This is an optimization exercise on Yosys and OpenROAD, whose aim is small area, not a production implementation.
Only simulation tests tie the RTL to the original design; equivalence was not proved.
Power figures rest on the tool's default switching activity, not on a simulated workload.

==> flow/flow/run.sh <==
#!/bin/bash
# Layout: the standard flow (standard.sh) with clock tree synthesis run without
# dummy loads and with larger sink clusters.  The attempts below go from the
# smallest clock tree to the safest; the first whose flip-flop clock pins all
# have a slew under CLK_SLEW_MAX (ns, measured on the finished layout) is kept.
# Each attempt's make output is in flow_attemptN.log, its ORFS logs in
# logs_attemptN/ when it is not the one kept.
set -uo pipefail
cd "$(dirname "$0")/.."
CLK_SLEW_MAX=0.124
# Port buffers: the smallest buffer is enough for these ports
export BUFFER_PORTS_ARGS="-buffer_cell sky130_fd_sc_hd__buf_1"
CTS_BASE="-sink_clustering_enable -repair_clock_nets -dont_use_dummy_load"
ATTEMPTS=(
  "CORE_UTILIZATION=70 PLACE_DENSITY=0.75|-sink_clustering_size 21 -sink_clustering_max_diameter 50 -buf_list {sky130_fd_sc_hd__clkbuf_8}"
  "CORE_UTILIZATION=70 PLACE_DENSITY=0.75|-sink_clustering_size 20 -sink_clustering_max_diameter 50 -buf_list {sky130_fd_sc_hd__clkbuf_8}"
  "CORE_UTILIZATION=70 PLACE_DENSITY=0.75|-sink_clustering_size 19 -sink_clustering_max_diameter 50 -buf_list {sky130_fd_sc_hd__clkbuf_8}"
  "CORE_UTILIZATION=70 PLACE_DENSITY=0.75|-sink_clustering_size 14 -sink_clustering_max_diameter 40 -buf_list {sky130_fd_sc_hd__clkbuf_8}"
)
n=0
last=$(( ${#ATTEMPTS[@]} - 1 ))
for a in "${ATTEMPTS[@]}"; do
  knobs=${a%%|*}
  cts=${a#*|}
  rm -rf orfs out/final.def
  echo "attempt $n: $knobs; CTS: $cts" | tee -a flow_attempts.txt
  if CTS_ARGS="$CTS_BASE $cts" bash standard.sh $knobs finish > flow_attempt$n.log 2>&1 \
     && [[ -f out/final.def ]]; then
    RES=orfs/results/sky130hd/sd_dump_top/base openroad -no_init -exit flow/clkslew.tcl \
      > clkslew_attempt$n.log 2>&1
    slew=$(sed -n 's/^CLKSLEW //p' clkslew_attempt$n.log)
    echo "attempt $n: clock-pin slew ${slew:-unknown}" | tee -a flow_attempts.txt
    if [[ -n "$slew" ]] && awk -v s="$slew" -v m="$CLK_SLEW_MAX" 'BEGIN{exit !(s < m)}'; then
      exit 0
    fi
    if [[ $n -eq $last ]]; then
      exit 0
    fi
  else
    echo "attempt $n: flow failed" | tee -a flow_attempts.txt
  fi
  [[ -d orfs/logs ]] && mv orfs/logs logs_attempt$n
  n=$((n + 1))
done
exit 1
==> flow/flow/clkslew.tcl <==
# Largest flip-flop clock-pin slew of the finished layout, in ns
read_liberty $::env(FLOW_HOME)/platforms/sky130hd/lib/sky130_fd_sc_hd__tt_025C_1v80.lib
read_db $::env(RES)/6_final.odb
read_sdc $::env(RES)/6_final.sdc
read_spef $::env(RES)/6_final.spef
set_propagated_clock [all_clocks]
set worst 0
foreach p [get_pins */CLK] {
  foreach pr {slew_max_rise slew_max_fall slew_min_rise slew_min_fall} {
    set v [get_property $p $pr]
    if {[string is double -strict $v] && $v > $worst} { set worst $v }
  }
}
puts "CLKSLEW $worst"
==> flow/standard.sh <==
#!/bin/bash
# synth_recipe.tcl (not shown) runs the flow's synth.tcl, then flattens the netlist and writes it again
# the make line also repeats each setting of config.mk as NAME=value (left out here)
make -C /OpenROAD-flow-scripts/flow DESIGN_CONFIG=/design/flow/config.mk WORK_HOME=/design/flow/orfs CLKGATE_MAP_FILE= SYNTH_SCRIPT=/design/flow/synth_recipe.tcl "${@:-finish}"
==> flow/config.mk <==
export PLATFORM = sky130hd
export DESIGN_NAME = sd_dump_top
export DESIGN_NICKNAME = sd_dump_top
export VERILOG_FILES = /design/flow/design.v
export SDC_FILE = /design/flow/constraint.sdc
export NUM_CORES = 4
export LEC_CHECK = 0
export CAP_MARGIN = 20
export CORE_MARGIN = 2
export CORE_UTILIZATION = 70
export PLACE_DENSITY = 0.75
export SLEW_MARGIN = 20
export SYNTH_MEMORY_MAX_BITS = 8192
==> flow/constraint.sdc <==
create_clock -name core_clock -period 10.0 [get_ports {clk}]
set_input_delay 2.0000 -clock core_clock [delete_from_list [all_inputs] [get_ports {clk}]]
set_output_delay 2.0000 -clock core_clock [all_outputs]
set_load 0.01 [all_outputs]
==> flow/design.v <==
package sd_test_pkg;
   typedef logic [7:0]  sd_byte_t;
   typedef logic [8:0]  sd_index_t;
   typedef logic [31:0] sd_addr_t;
   typedef logic [5:0]  sd_cmd_t;
   localparam sd_cmd_t CMD_GO_IDLE     = 6'd0;
   localparam sd_cmd_t CMD_SEND_OP     = 6'd1;
   localparam sd_cmd_t CMD_READ_BLOCK  = 6'd17;
   localparam sd_cmd_t CMD_WRITE_BLOCK = 6'd24;
   localparam sd_byte_t DATA_TOKEN = 8'hFE;
   typedef enum logic [3:0] {
      WAIT_INIT,
      SEND_BYTE,
      WAIT_UART,
      NEXT_BYTE,
      PATCH_BYTE,
      WRITE_BACK,
      WAIT_WRITE,
      RELOAD,
      WAIT_READ,
      STOP
   } seq_state_t;
endpackage
`timescale 1ns/100ps
module sd_dump_top (
   input  logic clk,
   input  logic reset,
   output logic uart_txd,
   output logic sd_cs,
   output logic sd_sclk,
   output logic sd_mosi,
   input  logic sd_miso,
   output logic done,
   output logic sd_error
);
   typedef enum logic [3:0] {
      S_PWR  = 4'd0,    
      S_CMD  = 4'd1,    
      S_R1   = 4'd2,    
      S_TOK  = 4'd3,    
      S_RD   = 4'd4,    
      S_RCRC = 4'd5,    
      S_WS   = 4'd6,    
      S_WCRC = 4'd7,    
      S_INS  = 4'd8,    
      S_UW   = 4'd9,    
      S_UT   = 4'd10,   
      S_WW   = 4'd11,   
      S_WG   = 4'd12,   
      S_ERR  = 4'd13,   
      S_HALT = 4'd14,   
      S_BUSY = 4'd15    
   } state_t;
   state_t      state;
   logic [8:0]  ph;        
   logic [8:0]  k;         
   logic [1:0]  cmd;       
   logic        pass2;     
   logic        act;       
   logic [7:0]  sr;        
   logic [4095:0] line;
   logic        tick;      
   logic        slot;      
   logic        uwin;      
   logic [7:0]  line_out;
   logic [5:0]  cmd_idx;
   localparam logic [7:0] CMD_END = 8'h95;    
   assign act      = !state[3] || state == S_BUSY;
   assign tick     = (ph[4:0] == 5'd31);
   assign uwin     = tick && ph[5];
   assign slot     = (ph == k);
   assign line_out = line[4095:4088];
   always_comb begin
      case (cmd)
         2'd0:    cmd_idx = 6'd0;
         2'd1:    cmd_idx = 6'd1;
         2'd2:    cmd_idx = 6'd17;
         default: cmd_idx = 6'd24;
      endcase
   end
   always_ff @(posedge clk) begin
      line <= {line[4087:0], (state == S_INS && slot) ? sr : line_out};
   end
   always_ff @(posedge clk) begin
      if (reset) begin
         ph       <= '0;
         state    <= S_PWR;
         k        <= '0;
         cmd      <= 2'd0;
         pass2    <= 1'b0;
         sd_sclk  <= 1'b0;
         sd_cs    <= 1'b1;
         uart_txd <= 1'b1;
         done     <= 1'b0;
         sd_error <= 1'b0;
      end else begin
         ph <= ph + 9'd1;
         sd_sclk <= act && !ph[1];
         if (act && ph[1:0] == 2'd2) begin
            sr <= {sr[6:0], sd_miso};
         end
         if (state == S_UT) begin
            case (ph[5:2])
               4'd0:    uart_txd <= 1'b0;
               4'd1:    uart_txd <= sr[0];
               4'd2:    uart_txd <= sr[1];
               4'd3:    uart_txd <= sr[2];
               4'd4:    uart_txd <= sr[3];
               4'd5:    uart_txd <= sr[4];
               4'd6:    uart_txd <= sr[5];
               4'd7:    uart_txd <= sr[6];
               4'd8:    uart_txd <= sr[7];
               default: uart_txd <= 1'b1;
            endcase
         end else begin
            uart_txd <= 1'b1;
         end
         case (state)
            S_PWR: if (tick) begin
               k  <= k + 9'd1;
               if (k[3:0] == 4'd9) begin
                  k     <= '0;
                  sd_cs <= 1'b0;
                  state <= S_CMD;
               end
            end
            S_CMD: if (tick) begin
               k <= k + 9'd1;
               if (k[2:0] == 3'd6) state <= S_R1;
            end
            S_R1: if (tick) begin
               k  <= '0;
               if (sr != 8'hFF) begin
                  case (cmd)
                     2'd0: begin
                        if (sr == 8'h01) cmd <= 2'd1;
                        state <= S_CMD;
                     end
                     2'd1: begin
                        if (sr == 8'h00) begin
                           cmd   <= 2'd2;
                           state <= S_CMD;
                        end else if (sr == 8'h01) begin
                           state <= S_CMD;
                        end else begin
                           state <= S_ERR;
                        end
                     end
                     2'd2: state <= (sr == 8'h00) ? S_TOK : S_ERR;
                     default: begin
                        k     <= '1;
                        state <= (sr == 8'h00) ? S_WCRC : S_ERR;
                     end
                  endcase
               end
            end
            S_TOK: if (tick) begin
               if (sr == 8'hFE) begin
                  k     <= '0;
                  state <= S_RD;
               end else if (sr != 8'hFF) begin
                  state <= S_ERR;
               end
            end
            S_RD: if (tick) begin
               state <= pass2 ? S_UW : S_INS;
            end
            S_RCRC: if (tick) begin
               k  <= k + 9'd1;
               if (k[0]) begin
                  k <= '0;
                  if (pass2) begin
                     sd_cs <= 1'b1;
                     done  <= 1'b1;
                     state <= S_HALT;
                  end else begin
                     cmd   <= 2'd3;
                     state <= S_CMD;
                  end
               end
            end
            S_INS: if (slot) state <= S_UW;
            S_UW:  if (uwin) state <= S_UT;
            S_UT:  if (uwin) begin
               k     <= k + 9'd1;
               state <= (k == 9'd511) ? S_RCRC : S_RD;
            end
            S_WW: if (slot) begin
               sr    <= line_out;
               state <= S_WG;
            end
            S_WG: if (tick) begin
               state <= S_WS;
            end
            S_WS: if (tick) begin
               k <= k + 9'd1;
               if (k[8:0] == 9'd511) begin
                  state <= S_WCRC;
               end else begin
                  state <= S_WW;
               end
            end
            S_WCRC: if (tick) begin
               k  <= k + 9'd1;
               if (k[8]) begin
                  state <= S_WW;
               end else if (k[1]) begin
                  state <= (sr[4:0] == 5'b00101) ? S_BUSY : S_ERR;
               end
            end
            S_BUSY: if (tick) begin
               if (sr == 8'hFF) begin
                  k     <= '0;
                  cmd   <= 2'd2;
                  pass2 <= 1'b1;
                  state <= S_CMD;
               end
            end
            S_ERR: begin
               sd_error <= 1'b1;
               state    <= S_HALT;
            end
            default: ;
         endcase
      end
   end
   always_comb begin
      case (state)
         S_CMD: begin
            case (k[2:0])
               3'd0:    sd_mosi = 1'b1;
               3'd1: begin
                  case (ph[4:2])
                     3'd0:    sd_mosi = 1'b0;
                     3'd1:    sd_mosi = 1'b1;
                     default: sd_mosi = cmd_idx[3'd7 - ph[4:2]];
                  endcase
               end
               3'd6:    sd_mosi = CMD_END[3'd7 - ph[4:2]];
               default: sd_mosi = 1'b0;
            endcase
         end
         S_WS:    sd_mosi = sr[7] || (k[8:0] == 9'd255);
         S_WCRC:  sd_mosi = !(k[8] && ph[4:2] == 3'd7);
         default: sd_mosi = 1'b1;
      endcase
   end
endmodule
==> run summary, run 1 <==
- Setup TNS: 0 ns
- Critical Path Source Type: flop
- Most frequent cells in the layout: 4126 x dfxtp_1, 220 x clkbuf_8, 33 x nor2_1, 29 x nand2_1, 28 x o21ai_0
- Via count: 27.2k
- Area Growth Syn to Fin: 5.80%
- Root Buffer: clkbuf_8
- Total CTS buffers: 220
- Die X: 353 um
- Arrival @ worst endpoint: 3.16 ns
- Nets: 4696
- TritonCTS clock tree: yes
- Reg clk slew, reported paths: 0.11 ns
- PnR Total Power: 22.7 mW
- Syn_area_per_cell: 19.0 um2
- P per Cell Area: 252 mW/mm2
- Clock Latency Late Sink: 0.88 ns
- Gpl congestion: 0.781
- Drt first pass iters: 7
- Most frequent CP cell: ha_1
- Crit end category: output port
- Crit share post-route: 0.516
- Post-CTS Setup Repair Bufs: 0
- Multi-input logic area: 0.00200 mm2
- CTS Hold Buffers Added: 0
- #FFs+latches synth: 4134
- Required @ worst endpoint: 8.00 ns
- Htree depth: 4
- Synth warn: 1
- Global Route Usage Sum: 0.135
- Worst r2r path cells: 9
- # resized after CTS: 0
- Min Tclk post-route: 5.16 ns
- Largest net degree at the start of global routing: 29
- Hold Violations, Final: 0
- Max-slew violations: 0
- Mapped Area: 0.0851 mm2
- Chip height: 353 um
- CTS sink cnt: 4134
- Cell Chain, Critical Path: ha_1 -> and3_1 -> nand3_1 -> nor2_1 -> ha_1 -> nor4_1 -> a21oi_1 -> or3_1 -> buf_1
- Crit-path slowest cell: dfxtp_1
- Global-route wire length before repair: 138 mm
- Synth async-reset ratio: 0
- Count of final setup violators: 0
- Max-cap violations: 0
- Synth Flop Type: dfxtp_1
- Slew HR: 0.409
- Number of synthesized flops with an enable pin: 8
- LEAKAGE: 35.6 nW
- Routed Antenna Nets: 0
- Flop-to-flop setup slack: 7.04 ns
- Slowest stage delay, CP: 0.47 ns
- Die ar.: 0.124 mm2
- Vias in the first global route: 27.2k
- Yosys cell types: 73
- Worst-path maximum fanout: 11
- Hold/Removal Path Class: reg2reg
- Syn_nets: 4490
- CORE AREA: 0.120 mm2
- Global route overflow: 0
- Drt wl/cell: 13.0 um
- Worst slack, placed: 5.78 ns
- Hold depth: 0
- Layout cell share with drive strength beyond 1: 0.0529
- Post-synthesis sequential area ratio: 0.974
- Clk buf depth: 3
- FF+latch area: 0.0828 mm2
- Final worst setup slack: 4.84 ns
- Io pins: 9
- Port bufs: 8
- Worst-Margin Slew: 0.885 ns
- Drt first-iter violations: 1579
- Hpwl dp: 38.3 mm
- Setup CP Type: reg2out
- Max VDD drop: 181 uV
- Final Skew: 0.0575 ns
- Post-Syn Instances: 4469
- Status: timing/DRC/antenna clean
- RSZ-0062 raised after global routing: no
- Initial antenna violation count: 1
- Vias per std cell: 4.33
- Starting Density: 0.707
- Fmax: 0.194 GHz
- # rows: 127
- # fillers: 6794
- Drt total wl: 81.6 mm
- Smallest hold slack: 0.269 ns
- Commonest non-fill, non-tap cell in the layout: dfxtp_1
- Drt drc: 0
-- cell usage after synthesis, drive strengths merged, types with 4 or more instances --
cell type,count,area [um2]
nor2b,8,50.1
nor3b,4,30.0
inv,19,71.3
dfxtp,4126,82600
nor4,5,46.3
buf,16,120
clkbuf,10,38.8
nor2,33,124
a31oi,5,31.3
nand2,29,109
and2,4,26.3
nor3,7,51.3
edfxtp,8,240
mux2i,9,90.1
ha,18,225
nand3b,4,30.0
or3,5,31.3
o211ai,4,35.0
nand3,19,100
xnor2,10,87.6
mux2,7,78.8
a311oi,5,50.0
xor2,5,43.8
a21oi,17,85.1
o21ai,33,188
and3,6,42.5
-- routing by layer --
layer  GRT usage  up-vias  part of all wire
met3      0.0327      240             0.042
met4      0.0580        0             0.033
met1       0.222    12500              0.57
met5           0        -                 0
met2       0.167      383              0.35
li1            -    14100                 -
-- state kept, by name, indices dropped and copies added (netlist names) --
| name | cells |
|---|---|
| sd_error | 1 |
| sd_cs | 1 |
| ph | 9 |
| cmd | 2 |
| sd_sclk | 1 |
| done | 1 |
| sr | 8 |
| k | 9 |
| line | 4096 |
| uart_txd | 1 |
| pass2 | 1 |
| state | 4 |
-- critical path: cells and delay by family (launching register included) --
kind	cells	cell delay, ns
AND/OR/NAND/NOR	5	1.12
adder cells (fa/ha/maj)	2	0.48
flip-flops	1	0.47
buffers and inverters	1	0.16
AO/OA/AOI/OAI	1	0.06
-- layout make-up --
type | instances | share of cell area
sequential | 4134 | 0.920
clock buffer | 220 | 0.0336
tap | 1612 | 0.0224
multi-input combinational | 290 | 0.0223
inverter | 19 | 0.000792
timing repair buffer | 10 | 0.000500
antenna | 1 | 0.0000278
-- kinds of logic after synthesis --
logic type      Yosys count  synth area share
fa+ha+maj                18           0.00265
simple gates            143           0.00935
flops                  4134             0.974
buf+inv                  45           0.00271
xor+xnor                 15           0.00154
compound gates           98           0.00803
mux                      16           0.00199
-- power by group --
| group | switching (mW) | total [mW] | internal [mW] |
|---|---|---|---|
| logic | 0.0125 | 0.0220 | 0.00952 |
| registers | 0.00929 | 16.5 | 16.5 |
| clock network | 4.22 | 6.21 | 1.98 |
| total | 4.24 | 22.7 | 18.5 |
-- final timing paths --
kind	start	end
max	k[0]	sd_mosi
min	line[3672]	line[3680]
max reg2reg	ph[2]	k[6]
min reg2reg	line[3672]	line[3680]
-- through the flow --
stage / instances / util / instance area [um2]
final: 6286 / 0.748 / 90000
after global routing: 6286 / 0.748 / 90000
after CTS: 6285 / 0.748 / 90000
after detailed placement: 6065 / 0.723 / 87000
after global placement: 6065 / 0.723 / 87000
after floorplan: 4469 / - / 85100
==> run 2, diff against run 1 <==
--- a/flow/design.v
+++ b/flow/design.v
@@ -118,9 +118,5 @@
          case (state)
-            S_PWR: if (tick) begin
-               k  <= k + 9'd1;
-               if (k[3:0] == 4'd9) begin
-                  k     <= '0;
-                  sd_cs <= 1'b0;
-                  state <= S_CMD;
-               end
+            S_PWR: if (tick && ph[8:5] == 4'd9) begin
+               sd_cs <= 1'b0;
+               state <= S_CMD;
             end
@@ -158,3 +154,2 @@
                if (sr == 8'hFE) begin
-                  k     <= '0;
                   state <= S_RD;
==> run 2 against run 1 <==
  * Sequential share of layout area is 0.056 points higher
  * Still clean
  * Final area hardly changed
  * Largest power group unchanged
  * Clock-buffer cell count is 1 lower
  * Non-clock buffer count stayed put
  * Fmax hardly changed
  * Critical path type unchanged
  * Cell count hardly changed
  * Flip-flop and latch count stayed put
  * Sequential power hardly changed
  * First-iteration DRC count is 6.3% lower
  * Power is 1.9% higher
==> run summary, run 2 <==
- Mapped Area: 0.0850 mm2 (-0.13%)
- Required @ worst endpoint: 8.00 ns (about the same)
- Commonest non-fill, non-tap cell in the layout: dfxtp_1
- Hpwl dp: 38.7 mm (+1.1%)
- Root Buffer: clkbuf_8
- Status: timing/DRC/antenna clean
- Slowest stage delay, CP: 0.96 ns (+0.49 ns)
- Area Growth Syn to Fin: 5.87% (about the same)
- Syn_nets: 4478 (-0.27%)
- Top reg by flops: line
- Starting Density: 0.707 (about the same)
- Final Skew: 0.0511 ns (-0.00639 ns)
- Global route overflow: 0 (unchanged)
- Largest net degree at the start of global routing: 31 (+6.9%)
- Yosys cell types: 60 (-18%)
- Most frequent cell after synthesis: dfxtp_1
- Die ar.: 0.124 mm2 (-0.13%)
- Synth async-reset ratio: 0 (unchanged)
- Post-synthesis compound-gate area fraction: 0.00820 (+0.000172)
- Final worst setup slack: 4.84 ns (+0.00165 ns)
- Worst hold start: line[2194]
- Drt wl/cell: 13.1 um (+0.94%)
- Synth Flop Type: dfxtp_1
- Setup TNS: 0 ns (unchanged)
- Worst r2r path cells: 9 (unchanged)
- Gpl congestion: 0.815 (+4.5%)
- #FFs+latches synth: 4134 (unchanged)
- TritonCTS clock tree: yes
- Cell Chain, Critical Path: and2_1 -> nand4_1 -> o21ai_0 -> a22oi_1 -> or3_1 -> buf_1
- Top cell type's share of synthesized area: 0.972 (+0.00126)
- CP startpoint: state[1]
- Synth warn: 1 (unchanged)
- Setup CP Type: reg2out
- Min-Delay Endpoint: line[2202]
- Max-cap violations: 0 (unchanged)
- Syn_area_per_cell: 19.1 um2 (+0.12%)
- Layout cell share with drive strength beyond 1: 0.0510 (-0.00183)
- Port bufs: 8 (unchanged)
- Most frequent cells after synthesis: 4126 x dfxtp_1, 28 x o21ai_0, 26 x nor2_1
- Post-Syn Instances: 4458 (-0.25%)
- CORE AREA: 0.120 mm2 (-0.13%)
- Mux share of post-synthesis cell area: 0.00199 (+0.00000257)
- Count of final setup violators: 0 (unchanged)
- Crit-path slowest cell: dfxtp_1
- Regs by FF count: line (4096), k (9), ph (9)
- Synth area leader: dfxtp_1
- CTS sink cnt: 4134 (unchanged)
- Global-route wire length before repair: 140 mm (+1.9%)
- Global Route Usage Sum: 0.137 (+0.00191)
- CTS Hold Buffers Added: 0 (unchanged)
- # resized after CTS: 0 (unchanged)
- Post-Synth Simple-Gate Area: 0.00841 (-0.000945)
- Routed Antenna Nets: 0 (unchanged)
- Crit share post-route: 0.516 (about the same)
- Hold depth: 0 (unchanged)
- Post-synthesis sequential area ratio: 0.975 (+0.00126)
- Chip height: 352 um (about the same)
- Flop-to-flop setup slack: 6.86 ns (-0.18 ns)
- Smallest hold slack: 0.280 ns (+0.0116 ns)
- Slew HR: 0.364 (-0.0458)
- Worst slack, placed: 5.72 ns (-0.0578 ns)
- Clock Latency Late Sink: 0.86 ns (-0.02 ns)
- Synthesized-area fraction occupied by adder cells: 0.00250 (-0.000144)
- DP Cell Count: 6057 (-0.13%)
- Reg clk slew, reported paths: 0.11 ns (about the same)
- R2R Path End: state[1]
- Crit end category: output port
- Htree depth: 4 (unchanged)
- Via count: 27.2k (+0.044%)
- Fmax: 0.194 GHz (about the same)
- Total CTS buffers: 219 (-0.45%)
- Number of synthesized flops with an enable pin: 8 (unchanged)
- Worst-path maximum fanout: 30 (+19)
- Die X: 352 um (about the same)
- Max-slew violations: 0 (unchanged)
- PnR Total Power: 23.1 mW (+1.9%)
- Initial antenna violation count: 3 (+2)
- Most frequent cells in the layout: 4126 x dfxtp_1, 219 x clkbuf_8, 28 x o21ai_0, 26 x nor2_1, 24 x nand2_1
- Min Tclk post-route: 5.16 ns (-0.00165 ns)
- P per Cell Area: 257 mW/mm2 (+2.0%)
- Vias in the first global route: 27.7k (+1.9%)
- Crit-path leading delay family: flip-flops
- LEAKAGE: 35.6 nW (+0.16%)
- Drt first pass iters: 4 (-3)
- Post-CTS Setup Repair Bufs: 0 (unchanged)
- Nets: 4686 (-0.21%)
- Critical Path Source Type: flop
- Hold Violations, Final: 0 (unchanged)
- Main area contributors after synthesis: dfxtp_1 97%, edfxtp_1 0.28%, ha_1 0.25%, o21ai_0 0.16%, xor2_1 0.12%
- Layout Cells excl Fill: 6283 (-0.048%)
- Post-Synth XOR/XNOR Area: 0.00165 (+0.000105)
- Drt first-iter violations: 1479 (-6.3%)
- Io pins: 9 (unchanged)
- Count of buffer and inverter cells on the critical path: 1 (unchanged)
- Hold/Removal Path Class: reg2reg
- Vias per std cell: 4.33 (about the same)
- Drt total wl: 82.3 mm (+0.89%)
- # rows: 127 (unchanged)
- Largest register FFs: 4096 (unchanged)
- Clk buf depth: 3 (unchanged)
- Arrival @ worst endpoint: 3.16 ns (about the same)
- Max VDD drop: 197 uV (+8.9%)
- Main combinational cell family by area after synthesis: simple AND/OR/NAND/NOR gates
- Worst-Margin Slew: 0.953 ns (+0.0685 ns)
- FF-to-FF Start: ph[2]
- RSZ-0062 raised after global routing: no
- # fillers: 6861 (+0.99%)
- Drt drc: 0 (unchanged)
run 2: cells by family (layout without fill, tap and decap cells):
group,after synthesis,in the layout
other cells,0,7
fa+ha+maj,17,17
compound gates,99,99
flops,4134,4134
simple gates,130,130
xor+xnor,16,16
mux,16,16
buf+inv,46,252
run 2: layout make-up:
| cell class | instances | area [um2] | area share |
|---|---|---|---|
| diodes | 7 | 17.5 | 0.000195 |
| well taps | 1612 | 2020 | 0.0224 |
| multi-input cells | 278 | 1930 | 0.0215 |
| flip-flops and latches | 4134 | 82800 | 0.921 |
| inverters | 23 | 86.3 | 0.000960 |
| clock buffers | 219 | 3010 | 0.0335 |
| repair buffers | 10 | 45.0 | 0.000501 |
run 2: report_power, final:
group | switching, mW | internal [mW] | total, mW | leakage (nW)
registers | 0.0987 | 16.6 | 16.7 | 33.3
clock network | 4.22 | 1.98 | 6.20 | 1.57
logic | 0.137 | 0.0938 | 0.231 | 0.770
total | 4.46 | 18.7 | 23.1 | 35.6
run 2: how the worst max path moves through the flow:
stage / end / slack (ns) / cells after the start
2_1_floorplan: sd_mosi / 6.34 / 7
3_3_place_gp: sd_mosi / 5.82 / 6
3_5_place_dp: sd_mosi / 5.72 / 6
4_1_cts: sd_mosi / 4.72 / 6
5_1_grt: sd_mosi / 4.55 / 6
6_report: sd_mosi / 4.84 / 6
run 2: layer usage:
metal / part of all wire / up-vias / global-route usage
li1: - / 14100 / -
met2: 0.36 / 384 / 0.172
met4: 0.031 / 2 / 0.0560
met5: 0.00015 / - / 0
met1: 0.57 / 12500 / 0.224
met3: 0.042 / 227 / 0.0328
run 2: through the flow:
| stage | cell area (um2) | utilization |
|---|---|---|
| after floorplan | 85000 | - |
| after global placement | 86900 | 0.724 |
| after detailed placement | 86900 | 0.724 |
| after CTS | 89900 | 0.749 |
| after global routing | 90000 | 0.749 |
| final | 90000 | 0.749 |

## re-timing with driven ports
The flow's constraints put no driver on any port. The routed layouts listed below were extracted and timed again, unchanged, in two steps. Step 1: set_driving_cell puts a clkbuf_16 on clk and a buf_2 on each other input, an assumption about the parent block. Step 2 adds t to the input delays and takes it off the output delays; t is the mean of the earliest and latest rising clock arrival at the registers after step 1. Input paths then give back, and output paths get back, about the clock's delay inside the block. a / b / c = ideal / step 1 / step 2; a / b = the first two.
run | t, ns | slack for setup (ns) | worst setup path at the end | latest minus earliest clock arrival (ns) | slew at the worst register clock pin (ns)
run 1 | 0.922 | 4.838 / 4.772 / 5.694 | register to output | 0.086 / 0.086 | 0.12 / 0.12
run 2 | 0.922 | 4.840 / 4.772 / 5.694 | register to output | 0.091 / 0.091 | 0.12 / 0.12
After both steps setup and hold are still met in every run listed.
